This design comes from an exercise in tuning for small area, a short achievable clock period and few clock cycles per item on the open sky130 flow, not from production work.
Function was checked by simulation only, so behaviour that the tests miss may differ from the original.
Power and IR drop assume default switching activity.

==> flow/design.v (outline; a module is shown in full before it is edited, if it fits) <==
// module digitClassifier: 4206 lines
module digitClassifier
(
    input  logic      clk,
    input  logic      rst,
    input  logic      start,
    input  logic      wrEn,
    input  cnnDataPkg::memAddr_t  wrAddr,
    input  cnnDataPkg::pixel_t    wrData,
    output logic      busy,
    output logic      done,
    output cnnDataPkg::classIdx_t classIdx,
    output cnnDataPkg::score_t    bestScore
);
  // ...
==> flow/flow/run.sh <==
#!/bin/bash
set -euo pipefail
bash standard.sh SETUP_SLACK_MARGIN=6.3 finish > standard_make.log 2>&1
==> flow/standard.sh <==
#!/bin/bash
# synth_recipe.tcl (not shown) runs the flow's synth.tcl, then flattens the netlist and writes it again
# the make line also repeats each setting of config.mk as NAME=value (left out here)
make -C /OpenROAD-flow-scripts/flow DESIGN_CONFIG=/design/flow/config.mk WORK_HOME=/design/flow/orfs CLKGATE_MAP_FILE= SYNTH_SCRIPT=/design/flow/synth_recipe.tcl "${@:-finish}"
==> flow/config.mk <==
export PLATFORM = sky130hd
export DESIGN_NAME = digitClassifier
export DESIGN_NICKNAME = digitClassifier
export VERILOG_FILES = /design/flow/design.v
export SDC_FILE = /design/flow/constraint.sdc
export NUM_CORES = 4
export LEC_CHECK = 0
export CAP_MARGIN = 20
export CORE_MARGIN = 2
export CORE_UTILIZATION = 65
export SLEW_MARGIN = 20
==> flow/constraint.sdc <==
create_clock -name core_clock -period 10.0 [get_ports {clk}]
set_input_delay 2.0000 -clock core_clock [delete_from_list [all_inputs] [get_ports {clk}]]
set_output_delay 2.0000 -clock core_clock [all_outputs]
set_load 0.01 [all_outputs]
==> impl_metrics.ini, run 1 <==
[sta]
hold_ws_ns = 0.323
fmax_ghz = 0.275
rsz0062_at_grt = true
fin_skew_ns = 0.0366
drv_slew = 0
hold_violations = 0

[layout]
nonClkBufAreaFrac_pct = 1.68
utilization_pct = 72.2
multi_input_area_sq_mm = 0.0319
seqAreaFraction_pct = 49.5
nClkBuffers = 241
nMultiInputCombCells = 3460
buffers = 173

[worst_setup_path]
setup.worst_path.start = bestScore[15]
critPathCapture = bestScore[15]

[clock_network]
root_buffer = clkbuf_16
cts.htree.levels = 4

[logic_synthesis]
netlist_area_sq_mm = 0.0776
synth-simple-area-share_pct = 6.17
synth_fa_ha_area_share_pct = 16.7
synth_flop_cell = edfxtp_1
yosysSeqAreaShare_pct = 54.4
syn_inst = 6064

[power_and_ir_drop]
internal_power_w = 0.0134
p_leak_nw = 33.7
maxPowerGroup = registers

[placed_design]
pre_cts_slack_ns = 6.21
dpl.hpwl_um = 134000
gp_congestion = 0.930

[grt]
use_met3_pct = 6.23

[floorplanning]
die_w_um = 349
die_h_um = 349
nWellTaps = 1536
die_area_sq_mm = 0.122

[min_path]
hold_start = lb[3][5]
holdPathStages = 0

[route]
topRoutingLayerUsed = met5

[outcome]
status = complete, no violations

[job]
maxCapViolCount = 0
Testbench counts, summed over its fixed seeds: cycles 14,352, images 192.
==> run 2: changes to the inputs <==
--- a/flow/config.mk
+++ b/flow/config.mk
@@ -8,4 +8,4 @@
 export CAP_MARGIN = 20
 export CORE_MARGIN = 2
-export CORE_UTILIZATION = 65
+export CORE_UTILIZATION = 40
 export SLEW_MARGIN = 20
==> run 2 against run 1 <==
  * Global-route usage decreased by 12 points
  * Routed wire length increased by 2.8%
  * Total power increased by 1.0%
  * Critical endpoint is now cs1b[9]
  * Largest power group unchanged
==> impl_metrics.ini, run 2 <==
[worst_setup_path]
arrival_ns = 4.32
required_ns = 10.68
worst-setup-path-type = flip-flop to flip-flop
worstPathMaxFanout = 5
cp-end-kind = flip-flop
setup.worst_path.start_class = flip-flop

[grt]
antenna_found_initial = 4
track_usage_pct = 20.2
grt_overflow = 0
grt_max_degree = 93
first_global_vias = 47556
grt_pass1_wl_um = 303000

[logic_synthesis]
ys_async_sr_fraction_pct = 0.735
ys_ff_latch = 1633
avgSynthCellArea_sq_um = 12.8
synth_flop_cell = edfxtp_1
netlist_area_sq_mm = 0.0776
synth_edf_count = 944
synthTopCellsByArea = edfxtp_1 (37%), dfxtp_1 (17%), fa_1 (12%), a22oi_1 (4.8%), ha_1 (4.8%)
synth_top_area_cell = edfxtp_1
synth_most_common_cell = edfxtp_1
synth_top_area_share_pct = 36.6
synth_nets = 6841
yosysSeqAreaShare_pct = 54.4
synth_common_cells = edfxtp_1 (944), dfxtp_1 (677), inv_1 (601)
synth_warnings = 16
syn_inst = 6064
ys_types = 87

[route]
wl_per_cell_um = 23.1
ant_nets = 0
first_pass_iters = 6
dr_wl_met3_um = 15400
drc = 0
dr_wl_met2_um = 93100
drtIter0Drc = 4623
routed_wl_um = 201000
topRoutingLayerUsed = met5
vias_per_cell = 5.40
wl_met1_um = 85000
vias = 46956

[floorplanning]
die_area_sq_mm = 0.197
fp-row-count = 161
start_util_pct = 40.3
die_h_um = 444
num_io_pins = 43
core_sq_mm = 0.193
die_w_um = 444

[layout]
finalNonFillerCells = 8694
nets = 6802
top_register = pix
final_common_cell = edfxtp_1
drive_gt1_share_pct = 8.84
area_growth_pct = 11.8
largest_reg_flops = 512
reg_top3 = pix: 512 flops, fc: 288 flops, lb: 120 flops
utilization_pct = 45.0
mostFrequentLayoutCells = edfxtp_1 (944), dfxtp_1 (652), inv_1 (601), a22oi_1 (498), fa_1 (463)

[clock_network]
tritoncts = yes
clk_latency_ns = 0.81
clockBufferDepth = 3
cts.htree.levels = 4
root_buffer = clkbuf_16
cts_buffers = 172
clock_sinks = 1633
cts_hold_buf = 0
clkSlewWorstSetupHoldPaths_ns = 0.06

[outcome]
status = complete, no violations

[min_path]
hp-class = flip-flop to flip-flop

[sta]
slew_headroom_pct = 19.5
timing.final.crit_share_pct = 36.3
fmax_ghz = 0.275
rsz0062_at_grt = true
hold_violations = 0
hold_ws_ns = 0.324
fin_skew_ns = 0.0513
drv_slew = 0
min_period_ns = 3.63
worstMarginPinSlew_ns = 1.20
fin_tns_setup_ns = 0
setup_violations = 0

[placed_design]
gp_congestion = 0.883
port_buffers = 42
dp.cells = 8356
dpl.hpwl_um = 136000

[job]
maxCapViolCount = 0

[power_and_ir_drop]
peakVddDrop_mv = 0.202
p_leak_nw = 33.7
finalPower_w = 0.0196
powerDensity_mw_per_mm2 = 226
run 2: critical path: stages (launching register included):
cell and delay [ns]:
edfxtp_1 0.46, buf_4 0.19, o21ai_0 0.23, xnor2_1 0.19, fa_1 0.52, fa_1 0.56, inv_1 0.05, fa_1 0.35
inv_1 0.08, fa_1 0.41, inv_1 0.08, fa_1 0.40
run 2: power by group:
| group | switching (W) | leakage, nW | internal [W] | total (W) |
|---|---|---|---|---|
| registers | 0.000355 | 14.2 | 0.00777 | 0.00812 |
| clock network | 0.00276 | 2.86 | 0.00379 | 0.00655 |
| logic | 0.00291 | 16.6 | 0.00203 | 0.00494 |
run 2: layer usage:
metal	up-vias	track usage, %
li1	21204	-
met1	23440	27.3
met2	1889	32.5
met3	421	3.93
met4	2	7.00
met5	-	0
run 2: final timing paths:
kind,startpoint,to,slack [ns],cells after the start
max in group asynchronous,rst,a2Final,8.10,1
setup reg to reg,kOne[1][0],cs1b[9],6.37,11
min in group asynchronous,rst,replay,1.54,1
hold reg to reg,lb[3][1],lb[4][1],0.32,0
hold / removal,lb[3][1],lb[4][1],0.32,0
setup / recovery,kOne[1][0],cs1b[9],6.37,11
run 2: cell families after synthesis:
family / share of synthesized area [%]
flops: 54.4
compound gates: 10.4
buf+inv: 4.72
simple gates: 6.17
fa+ha+maj: 16.7
xor+xnor: 6.26
mux: 1.34
run 2: timing repair:
item | 4_1_cts | 5_1_grt
setup buffers | 4 | 17
pin swaps | 0 | 11
resized for setup | 25 | 48
endpoints found under the setup margin | 39 | 32
run 2: layout make-up:
cell class / instances / area (sq um)
Fill cell: 17300 / 106000
Antenna cell: 1 / 2.50
Multi-Input combinational cell: 3460 / 32000
Sequential cell: 1633 / 42200
Tap cell: 2526 / 3160
Clock inverter: 80 / 952
Timing Repair Buffer: 150 / 1200
Clock buffer: 236 / 4880
Inverter: 608 / 2280
run 2: metrics by stage:
stage	area [sq um]	worst slack, ns
detailed placement	80500	6.02
finish	86700	6.37
floorplan	77600	6.42
global route	86700	6.22
global placement	80500	6.01
CTS	86400	6.28
==> run 3: changes to the inputs <==
--- a/flow/config.mk
+++ b/flow/config.mk
@@ -8,4 +8,4 @@
 export CAP_MARGIN = 20
 export CORE_MARGIN = 2
-export CORE_UTILIZATION = 40
+export CORE_UTILIZATION = 55
 export SLEW_MARGIN = 20
==> run 3 against run 2 <==
  * Register-to-register slack better by 0.06 ns
  * Via count up 0.19%
  * Setup slack worse by 0.0070 ns
  * Largest cell class unchanged
  * Largest power group unchanged
  * Still clean on timing, DRC and antenna
  * Critical endpoint is now bestScore[19]
==> impl_metrics.ini, run 3 <==
[floorplanning]
num_io_pins = 43
start_util_pct = 55.5
die_h_um = 380
core_sq_mm = 0.140
die_w_um = 380
fp-row-count = 137
die_area_sq_mm = 0.144

[sta]
setup_violations = 0
worstMarginPinSlew_ns = 1.23
rsz0062_at_grt = true
min_period_ns = 3.64
hold_violations = 0
fin_skew_ns = 0.0354
timing.final.crit_share_pct = 36.4
fmax_ghz = 0.275
slew_headroom_pct = 17.4
fin_tns_setup_ns = 0
drv_slew = 0

[worst_setup_path]
critPathMaxStageDelay_ns = 0.53
critPathBufInv = 1
required_ns = 8.00
cp_cell_sequence = clkdlybuf4s50_1
cp_slowest_cell = clkdlybuf4s50_1
worst-setup-path-type = flip-flop to output port
r2r_slack_ns = 6.43
worstPathMaxFanout = 2
critPathTopFamily = buffers and inverters
rr_startpoint = kOne[1][0]
setup.worst_path.start_class = flip-flop
reg2reg_depth = 10
setup.worst_path.start = bestScore[18]
cp_num_cells = 1
critPathCapture = bestScore[19]
arrival_ns = 1.64
cp-end-kind = output port
r2r_end = cs1b[8]

[route]
ant_nets = 0
drtIter0Drc = 4775
routed_wl_um = 200000
wl_per_cell_um = 24.8
first_pass_iters = 8
drc = 0
vias = 47046
vias_per_cell = 5.84

[grt]
gr-usage-met1_pct = 37.5
track_usage_pct = 27.8
grt_max_degree = 103
grt_use_met2_pct = 45.7
grt_busiest_layer = met2
use_met3_pct = 4.66
first_global_vias = 47783
grt_pass1_wl_um = 302000
grt_overflow = 0
antenna_found_initial = 2

[power_and_ir_drop]
powerDensity_mw_per_mm2 = 228
peakVddDrop_mv = 0.393
p_leak_nw = 33.7

[layout]
drive_gt1_share_pct = 8.61
seq_area_sq_mm = 0.0422
fillers = 10997
largest_reg_flops = 512
mostFrequentLayoutCells = edfxtp_1 (944), dfxtp_1 (652), inv_1 (601), a22oi_1 (497), fa_1 (463)
finalNonFillerCells = 8057
top_register = pix
multi_input_area_sq_mm = 0.0319
nets = 6810
final_common_cell = edfxtp_1
area_growth_pct = 10.6
reg_top3 = pix: 512 flops, fc: 288 flops, lb: 120 flops

[clock_network]
clockBufferDepth = 3
cts_buffers = 170
clock_sinks = 1633
cts.htree.levels = 4
cts_hold_buf = 0
clkSlewWorstSetupHoldPaths_ns = 0.05
root_buffer = clkbuf_16
tritoncts = yes
clk_latency_ns = 0.83

[logic_synthesis]
netlist_area_sq_mm = 0.0776
synth_warnings = 16
yosysSeqAreaShare_pct = 54.4
ys_ff_latch = 1633
syn_inst = 6064
synth_flop_cell = edfxtp_1
synth_top_area_cell = edfxtp_1
synth_common_cells = edfxtp_1 (944), dfxtp_1 (677), inv_1 (601)
synth_nets = 6841
synth_most_common_cell = edfxtp_1
ys_types = 87
ys_async_sr_fraction_pct = 0.735
avgSynthCellArea_sq_um = 12.8
synth_top_area_share_pct = 36.6
synth_edf_count = 944
synthTopCellsByArea = edfxtp_1 (37%), dfxtp_1 (17%), fa_1 (12%), a22oi_1 (4.8%), ha_1 (4.8%)

[placed_design]
dpl.hpwl_um = 137000
dp.cells = 7709
gp_congestion = 0.906
port_buffers = 42

[job]
maxCapViolCount = 0

[outcome]
status = complete, no violations

[min_path]
hold_start = lb[5][7]
hp-class = flip-flop to flip-flop
[run 3: cell counts after synthesis]
No cell type changed its count.
[run 3: kinds of logic after synthesis]
kind of cell	after synthesis	synth area share [%]
buf+inv	971	4.72
flops	1633	54.4
xor+xnor	554	6.26
compound gates	1093	10.4
mux	97	1.34
simple gates	958	6.17
fa+ha+maj	758	16.7
[run 3: area by class of cell]
class,count,share of cell area [%]
Sequential cell,1633,49.2
Tap cell,1876,2.74
Multi-Input combinational cell,3460,37.2
Antenna cell,4,0.0117
Timing Repair Buffer,160,1.50
Clock inverter,95,1.29
Clock buffer,221,5.39
Inverter,608,2.66
[run 3: what timing repair did]
item                       CTS  global route
setup endpoints to repair   21            21
setup buffers                3            22
gates resized for setup     20            32
pin swaps                    0             7
gates cloned                 0             0
[run 3: stage by stage]
stage               worst slack, ns  power [W]  cell area [sq um]  util, %  hold slack (ns)
CTS                            6.31     0.0197              85500     61.2            0.325
finish                         6.36     0.0196              85800     61.4            0.325
global placement               6.30     0.0132              79700     57.1            0.310
floorplan                      6.42     0.0117              77600        -            0.310
global route                   6.18     0.0207              85800     61.4            0.327
detailed placement             6.21     0.0133              79700     57.1            0.312
[run 3: how the worst min path moves through the flow]
stage / slack, ns / to / cells after the start
6_report: 0.32 / lb[6][7] / 0
2_1_floorplan: 0.31 / cs3b[17] / 0
3_3_place_gp: 0.31 / lb[2][0] / 0
4_1_cts: 0.33 / lb[11][2] / 0
3_5_place_dp: 0.31 / fsel1[0] / 0
5_1_grt: 0.33 / lb[6][7] / 0
[run 3: power breakdown]
group / total, W / switching (W) / internal (W)
Combinational: 0.00503 / 0.00300 / 0.00203
Clock: 0.00643 / 0.00273 / 0.00369
Sequential: 0.00813 / 0.000361 / 0.00777
Total: 0.0196 / 0.00609 / 0.0135
[run 3: metal layers]
layer / vias to the layer above / share of wire, % / wire [um]
met4: 2 / 3.7 / 7410
met1: 23551 / 42 / 83100
met5: - / 0.0080 / 16
li1: 21247 / - / -
met2: 1837 / 47 / 94700
met3: 409 / 7.5 / 14900
==> run 4: changes to the inputs <==
==> flow/flow/run.sh (replaced) <==
#!/bin/bash
set -euo pipefail
bash standard.sh SETUP_SLACK_MARGIN=6.6 finish > standard_make.log 2>&1
==> run 4 against run 3 <==
  * Flip-flop and latch count did not move
  * Synthesized cell count stayed put
  * Routed wire length increased by 2.0%
  * Sequential power grew 1%
  * Final cell count increased by 1.3%
  * Still clean
==> impl_metrics.ini, run 4 <==
[outcome]
status = complete, no violations

[route]
drtIter0Drc = 4886
vias = 47786
ant_nets = 0
first_pass_iters = 6
vias_per_cell = 5.85
wl_per_cell_um = 25.0
routed_wl_um = 204000
drc = 0

[sta]
rsz0062_at_grt = true
min_period_ns = 3.59
worstMarginPinSlew_ns = 1.19
setup_violations = 0
fin_skew_ns = 0.0286
fmax_ghz = 0.279
slew_headroom_pct = 20.8
fin_tns_setup_ns = 0
setup_slack_ns = 6.41
hold_violations = 0
timing.final.crit_share_pct = 35.9
drv_slew = 0

[layout]
final_common_cell = edfxtp_1
nets = 6921
drive_gt1_share_pct = 13.3
seq_area_sq_mm = 0.0423
largest_reg_flops = 512
fillers = 10840
multi_input_area_sq_mm = 0.0325
mostFrequentLayoutCells = edfxtp_1 (944), dfxtp_1 (623), inv_1 (578), a22oi_1 (458), fa_1 (424)
reg_top3 = pix: 512 flops, fc: 288 flops, lb: 120 flops
top_register = pix
area_growth_pct = 12.6

[worst_setup_path]
arrival_ns = 4.26
worst-setup-path-type = flip-flop to flip-flop
required_ns = 10.67
cp-end-kind = flip-flop
setup.worst_path.start_class = flip-flop
worstPathMaxFanout = 6

[placed_design]
port_buffers = 42
pre_cts_slack_ns = 6.30
gp_congestion = 0.899
dpl.hpwl_um = 137000

[logic_synthesis]
synthTopCellsByArea = edfxtp_1 (37%), dfxtp_1 (17%), fa_1 (12%), a22oi_1 (4.8%), ha_1 (4.8%)
netlist_area_sq_mm = 0.0776
ys_async_sr_fraction_pct = 0.735
synth_edf_count = 944
avgSynthCellArea_sq_um = 12.8
synth_flop_cell = edfxtp_1
synth_common_cells = edfxtp_1 (944), dfxtp_1 (677), inv_1 (601)
ys_ff_latch = 1633
synth_nets = 6841
synth_top_area_share_pct = 36.6
synth_most_common_cell = edfxtp_1
syn_inst = 6064
ys_types = 87
synth_top_area_cell = edfxtp_1
yosysSeqAreaShare_pct = 54.4
synth_warnings = 16

[clock_network]
clockBufferDepth = 3
clkSlewWorstSetupHoldPaths_ns = 0.06
root_buffer = clkbuf_16
cts.htree.levels = 4
tritoncts = yes
cts_hold_buf = 0
cts_buffers = 170
clk_latency_ns = 0.82
clock_sinks = 1633

[job]
maxCapViolCount = 0

[power_and_ir_drop]
p_leak_nw = 34.2
powerDensity_mw_per_mm2 = 226
peakVddDrop_mv = 0.453

[floorplanning]
die_w_um = 380
die_h_um = 380
start_util_pct = 55.5
die_area_sq_mm = 0.144
num_io_pins = 43
core_sq_mm = 0.140
fp-row-count = 137

[grt]
first_global_vias = 48341
grt_pass1_wl_um = 306000
grt_max_degree = 102
antenna_found_initial = 4
grt_overflow = 0
track_usage_pct = 28.2

[min_path]
hp-class = flip-flop to flip-flop
-- run 4: changes by cell type in the layout (fill, tap and decap cells not counted), sizes merged, moves of 4 or more --
| cell | previous run | this run |
|---|---|---|
| buf | 116 | 235 |
| clkbuf | 222 | 241 |
| dlygate4sd2 | 19 | 0 |
| clkdlybuf4s15 | 0 | 15 |
| clkinv | 62 | 52 |
| bufinv | 15 | 8 |
| clkdlybuf4s50 | 22 | 18 |
-- run 4: final cells by class --
type,instances,area share [%]
antenna,3,0.00860
clock buffer,238,5.56
clock inverter,76,0.933
inverter,608,2.62
multi-input combinational,3460,37.2
sequential,1633,48.4
tap,1876,2.69
timing repair buffer,271,2.51
-- run 4: power breakdown --
| group | internal, W | switching (W) | leakage (nW) | total, W |
|---|---|---|---|---|
| Sequential | 0.00777 | 0.000436 | 14.2 | 0.00821 |
| Combinational | 0.00216 | 0.00303 | 17.2 | 0.00518 |
| Clock | 0.00364 | 0.00271 | 2.78 | 0.00635 |
-- run 4: path summary, 6_finish.rpt --
check                           depth (start not counted)  slack (ns)  endpoint  startpoint
worst max-delay path                                    9        6.41  cs1b[10]  kTwo[0][1]
worst min-delay path                                    0        0.32  lb[2][2]    lb[1][2]
worst max register to register                          9        6.41  cs1b[10]  kTwo[0][1]
worst min register to register                          0        0.32  lb[2][2]    lb[1][2]
max in group asynchronous                               1        8.08        v1         rst
min in group asynchronous                               1        1.56      done         rst
-- run 4: critical path, stage by stage, from the launching register on --
cell	delay, ns
edfxtp_1	0.53
buf_4	0.20
a22oi_2	0.17
xor2_2	0.20
fa_1	0.50
fa_1	0.42
fa_2	0.55
fa_1	0.40
inv_1	0.08
fa_1	0.41
-- run 4: what timing repair did --
item	in CTS	in global routing
buffers inserted	85	50
gates resized for setup	167	160
cloned	0	1
setup endpoints to repair	75	44
pin swaps	50	87
-- run 4: per-stage QoR --
step                      instance area (sq um)  cells  utilization, %  total power, W  hold slack, ns
after floorplan                           77600   6064               -          0.0117           0.310
after global placement                    79700   7709            57.0          0.0132           0.310
after detailed placement                  79700   7712            57.1          0.0134           0.312
after CTS                                 86300   8111            61.8          0.0197           0.322
after global routing                      87300   8162            62.5          0.0209           0.330
final                                     87300   8165            62.5          0.0197           0.316
-- run 4: cell families after synthesis --
logic type / after synthesis / synth area share [%]
DFF: 1633 / 54.4
xor gates and xnor gates: 554 / 6.26
muxes: 97 / 1.34
and+or+nand+nor: 958 / 6.17
adders and majority gates: 758 / 16.7
buffers and inverters: 971 / 4.72
AOI/OAI and AO/OA: 1093 / 10.4
-- run 4: per-layer routing --
metal	part of all wire, %	vias up	GRT usage (%)
li1	-	21451	-
met1	41	23993	38.2
met2	48	1932	46.1
met3	7.1	408	4.29
met4	3.9	2	10.4
met5	0.0064	-	0
==> run 5: changes to the inputs <==
==> flow/flow/run.sh (replaced) <==
#!/bin/bash
set -euo pipefail
bash standard.sh SETUP_SLACK_MARGIN=6.0 finish > standard_make.log 2>&1
--- a/flow/config.mk
+++ b/flow/config.mk
@@ -8,4 +8,4 @@
 export CAP_MARGIN = 20
 export CORE_MARGIN = 2
-export CORE_UTILIZATION = 55
+export CORE_UTILIZATION = 65
 export SLEW_MARGIN = 20
==> run 5 against run 4 <==
  * Routed wire length shrank 4.8%
  * Maximum frequency shrank 5.5%
  * Area after synthesis is the same
  * Final area shrank 2.7%
  * Non-clock buffer count shrank 131
  * Combinational power shrank 3%
  * Highest routed layer unchanged
==> impl_metrics.ini, run 5 <==
[placed_design]
dpl.hpwl_um = 134000
dp.cells = 7373
place_area_sq_mm = 0.0793
port_buffers = 42
gp_congestion = 0.930

[sta]
timing.final.crit_share_pct = 38.0
fin_tns_setup_ns = 0
rsz0062_at_grt = false
slew_headroom_pct = 18.2
worstMarginPinSlew_ns = 1.22
fin_skew_ns = 0.0360
drv_slew = 0
fmax_ghz = 0.263
min_period_ns = 3.80
hold_violations = 0
setup_violations = 0

[logic_synthesis]
synth_nets = 6841
ys_ff_latch = 1633
synth_most_common_cell = edfxtp_1
synth_top_family_by_area = adder cells
synth_flop_cell = edfxtp_1
muxShareOfSynthArea_pct = 1.34
synth_warnings = 16
ys_async_sr_fraction_pct = 0.735
synth-xor-area-share_pct = 6.26
synth_top_area_cell = edfxtp_1
synth_fa_ha_area_share_pct = 16.7
synth_edf_count = 944
synth_top_area_share_pct = 36.6
ys_types = 87
yosysSeqAreaShare_pct = 54.4
synthTopCellsByArea = edfxtp_1 (37%), dfxtp_1 (17%), fa_1 (12%), a22oi_1 (4.8%), ha_1 (4.8%)
synth_compound_area_share_pct = 10.4
avgSynthCellArea_sq_um = 12.8
syn_inst = 6064
synth_common_cells = edfxtp_1 (944), dfxtp_1 (677), inv_1 (601)
synth-simple-area-share_pct = 6.17
netlist_area_sq_mm = 0.0776

[worst_setup_path]
setup.worst_path.start_class = flip-flop
critPathMaxStageDelay_ns = 0.65
critPathCapture = corr[9]
path_common_cell = fa_1
required_ns = 10.69
arrival_ns = 4.49
critPathTopFamily = adder cells
r2r_end = corr[9]
cp_cell_sequence = fa_1, inv_1, fa_1, fa_1, inv_1, fa_1, fa_1, xnor2_1, ha_1, inv_1
setup.worst_path.start = kNeg[0][3]
cp-end-kind = flip-flop
r2r_slack_ns = 6.20
cp_slowest_cell = edfxtp_1
rr_startpoint = kNeg[0][3]
cp_num_cells = 10
reg2reg_depth = 10
worstPathMaxFanout = 10
critPathBufInv = 3
worst-setup-path-type = flip-flop to flip-flop

[layout]
finish.instance_area_sq_mm = 0.0849
drive_gt1_share_pct = 7.44
nets = 6783
largest_reg_flops = 512
mostFrequentLayoutCells = edfxtp_1 (944), dfxtp_1 (667), inv_1 (602), a22oi_1 (500), fa_1 (463)
finalNonFillerCells = 7677
top_register = pix
reg_top3 = pix: 512 flops, fc: 288 flops, lb: 120 flops
area_growth_pct = 9.50
final_common_cell = edfxtp_1
fillers = 8059

[power_and_ir_drop]
internal_power_w = 0.0134
p_sw_share_pct = 30.9
power.switching_w = 0.00599
p_leak_nw = 33.4
p_clk_share_pct = 32.2
powerDensity_mw_per_mm2 = 228
peakVddDrop_mv = 0.417
finalPower_w = 0.0194
seqPwrFrac_pct = 42.0
pwr-share-comb_pct = 25.8

[outcome]
status = complete, no violations

[route]
drc = 0
wl_per_cell_um = 25.3
vias_per_cell = 6.21
ant_nets = 0
routed_wl_um = 194000
first_pass_iters = 8
vias = 47693
drtIter0Drc = 5737

[floorplanning]
start_util_pct = 65.6
die_w_um = 349
core_sq_mm = 0.118
die_h_um = 349
fp-row-count = 126
num_io_pins = 43
die_area_sq_mm = 0.122

[clock_network]
clock_sinks = 1633
clkSlewWorstSetupHoldPaths_ns = 0.06
postCtsSetupBuffers = 0
root_buffer = clkbuf_16
cts_hold_buf = 0
cts_buffers = 163
tritoncts = yes
clockBufferDepth = 3
cts.htree.levels = 4
clk_latency_ns = 0.81

[grt]
antenna_found_initial = 6
track_usage_pct = 32.5
grt_overflow = 0
grt_max_degree = 103
grt_pass1_wl_um = 295000
first_global_vias = 48286

[min_path]
hp-class = flip-flop to flip-flop
hold_start = lb[3][5]

[job]
maxCapViolCount = 0
==> run 5: cell counts after synthesis <==
Identical to the previous run, type by type.
==> run 5: cell families (layout without fill, tap and decap cells) <==
kind of cell / after synthesis / count (layout)
flip-flops: 1633 / 1633
AO/OA/AOI/OAI: 1093 / 1093
buffers and inverters: 971 / 1047
AND/OR/NAND/NOR: 958 / 958
adder cells (fa/ha/maj): 758 / 758
XOR/XNOR: 554 / 554
multiplexers: 97 / 97
other: 0 / 1
==> run 5: final cells by class <==
| class | count | area (sq um) | area share [%] |
|---|---|---|---|
| clock inverter | 58 | 731 | 0.860 |
| tap | 1536 | 1920 | 2.26 |
| sequential | 1633 | 42200 | 49.7 |
| antenna | 1 | 2.50 | 0.00295 |
| timing repair buffer | 140 | 1190 | 1.40 |
| clock buffer | 241 | 4790 | 5.64 |
| multi-input combinational | 3460 | 31800 | 37.4 |
| inverter | 608 | 2280 | 2.69 |
==> run 5: timing repair <==
action	CTS	global route
hold endpoints to repair	0	0
gates resized for setup	0	1
setup endpoints to repair	0	1
==> run 5: metrics by stage <==
| stage | setup slack, ns | hold WS, ns | utilization, % |
|---|---|---|---|
| 3_5_place_dp | 6.21 | 0.312 | 67.1 |
| 2_1_floorplan | 6.42 | 0.310 | - |
| 3_3_place_gp | 6.24 | 0.310 | 67.0 |
| 5_1_grt | 6.01 | 0.328 | 71.8 |
| 6_report | 6.20 | 0.322 | 71.8 |
| 4_1_cts | 6.20 | 0.322 | 71.7 |
==> run 5: worst reg2reg max path, delay by kind of cell, from the launching register on <==
| family | cells | cell delay (ns) |
|---|---|---|
| fa+ha+maj | 6 | 2.75 |
| flops | 1 | 0.65 |
| xor+xnor | 1 | 0.16 |
| buf+inv | 3 | 0.15 |
==> run 5: worst min-delay path by stage <==
stage          cells after the start  endpoint  slack (ns)
6_report                           0  lb[4][5]        0.32
5_1_grt                            0  fsel1[2]        0.33
4_1_cts                            0  lb[4][5]        0.32
3_5_place_dp                       0  fsel1[3]        0.31
3_3_place_gp                       0  lb[4][4]        0.31
2_1_floorplan                      0  cs3b[17]        0.31
==> run 5: power groups by stage <==
stage	clock, W	sequential (W)	combinational [W]
finish	0.00625	0.00816	0.00500
CTS	0.00632	0.00816	0.00505
floorplan	0	0.00812	0.00357
global placement	0	0.00829	0.00484
global route	0.00658	0.00821	0.00575
detailed placement	0	0.00830	0.00500
==> run 5: metal layers <==
metal	vias up	wire [um]	track usage [%]	share of wire [%]
li1	21175	-	-	-
met2	2397	93700	53.6	48
met1	23616	74100	42.0	38
met4	2	9020	14.6	4.6
met5	-	13	0	0.0067
met3	503	17600	6.23	9.0

re-timing with driven ports:
The flow's constraints put no driver on any port. The routed layouts listed below were extracted and timed again, unchanged, in two steps. Step 1, drivers: a clkbuf_16 drives clk and a buf_2 each remaining input, both assumed. Step 2 moves the port delays by t, midway between the first and last clock arrival at a register: inputs arrive t later, outputs are due t later. That takes back most of the time a late clock gives input paths. a / b / c = ideal ports / drivers / drivers and shift; a / b = the first two.
run	shift t [ns]	setup WS [ns]	worst setup path at the end	worst slew at a driven data input, ns	cell pins on the clock port's net
run 1	0.871	6.369 / 6.296 / 6.388	register to register	0.03	1
run 2	0.877	6.369 / 6.294 / 6.369	register to register	0.05	1
run 3	0.894	6.362 / 6.278 / 6.429	register to register	0.04	1
run 4	0.881	6.410 / 6.410 / 6.410	register to register	0.04	1
run 5	0.867	6.200 / 6.200 / 6.200	register to register	0.03	1
After both steps setup and hold are still met in every run listed.
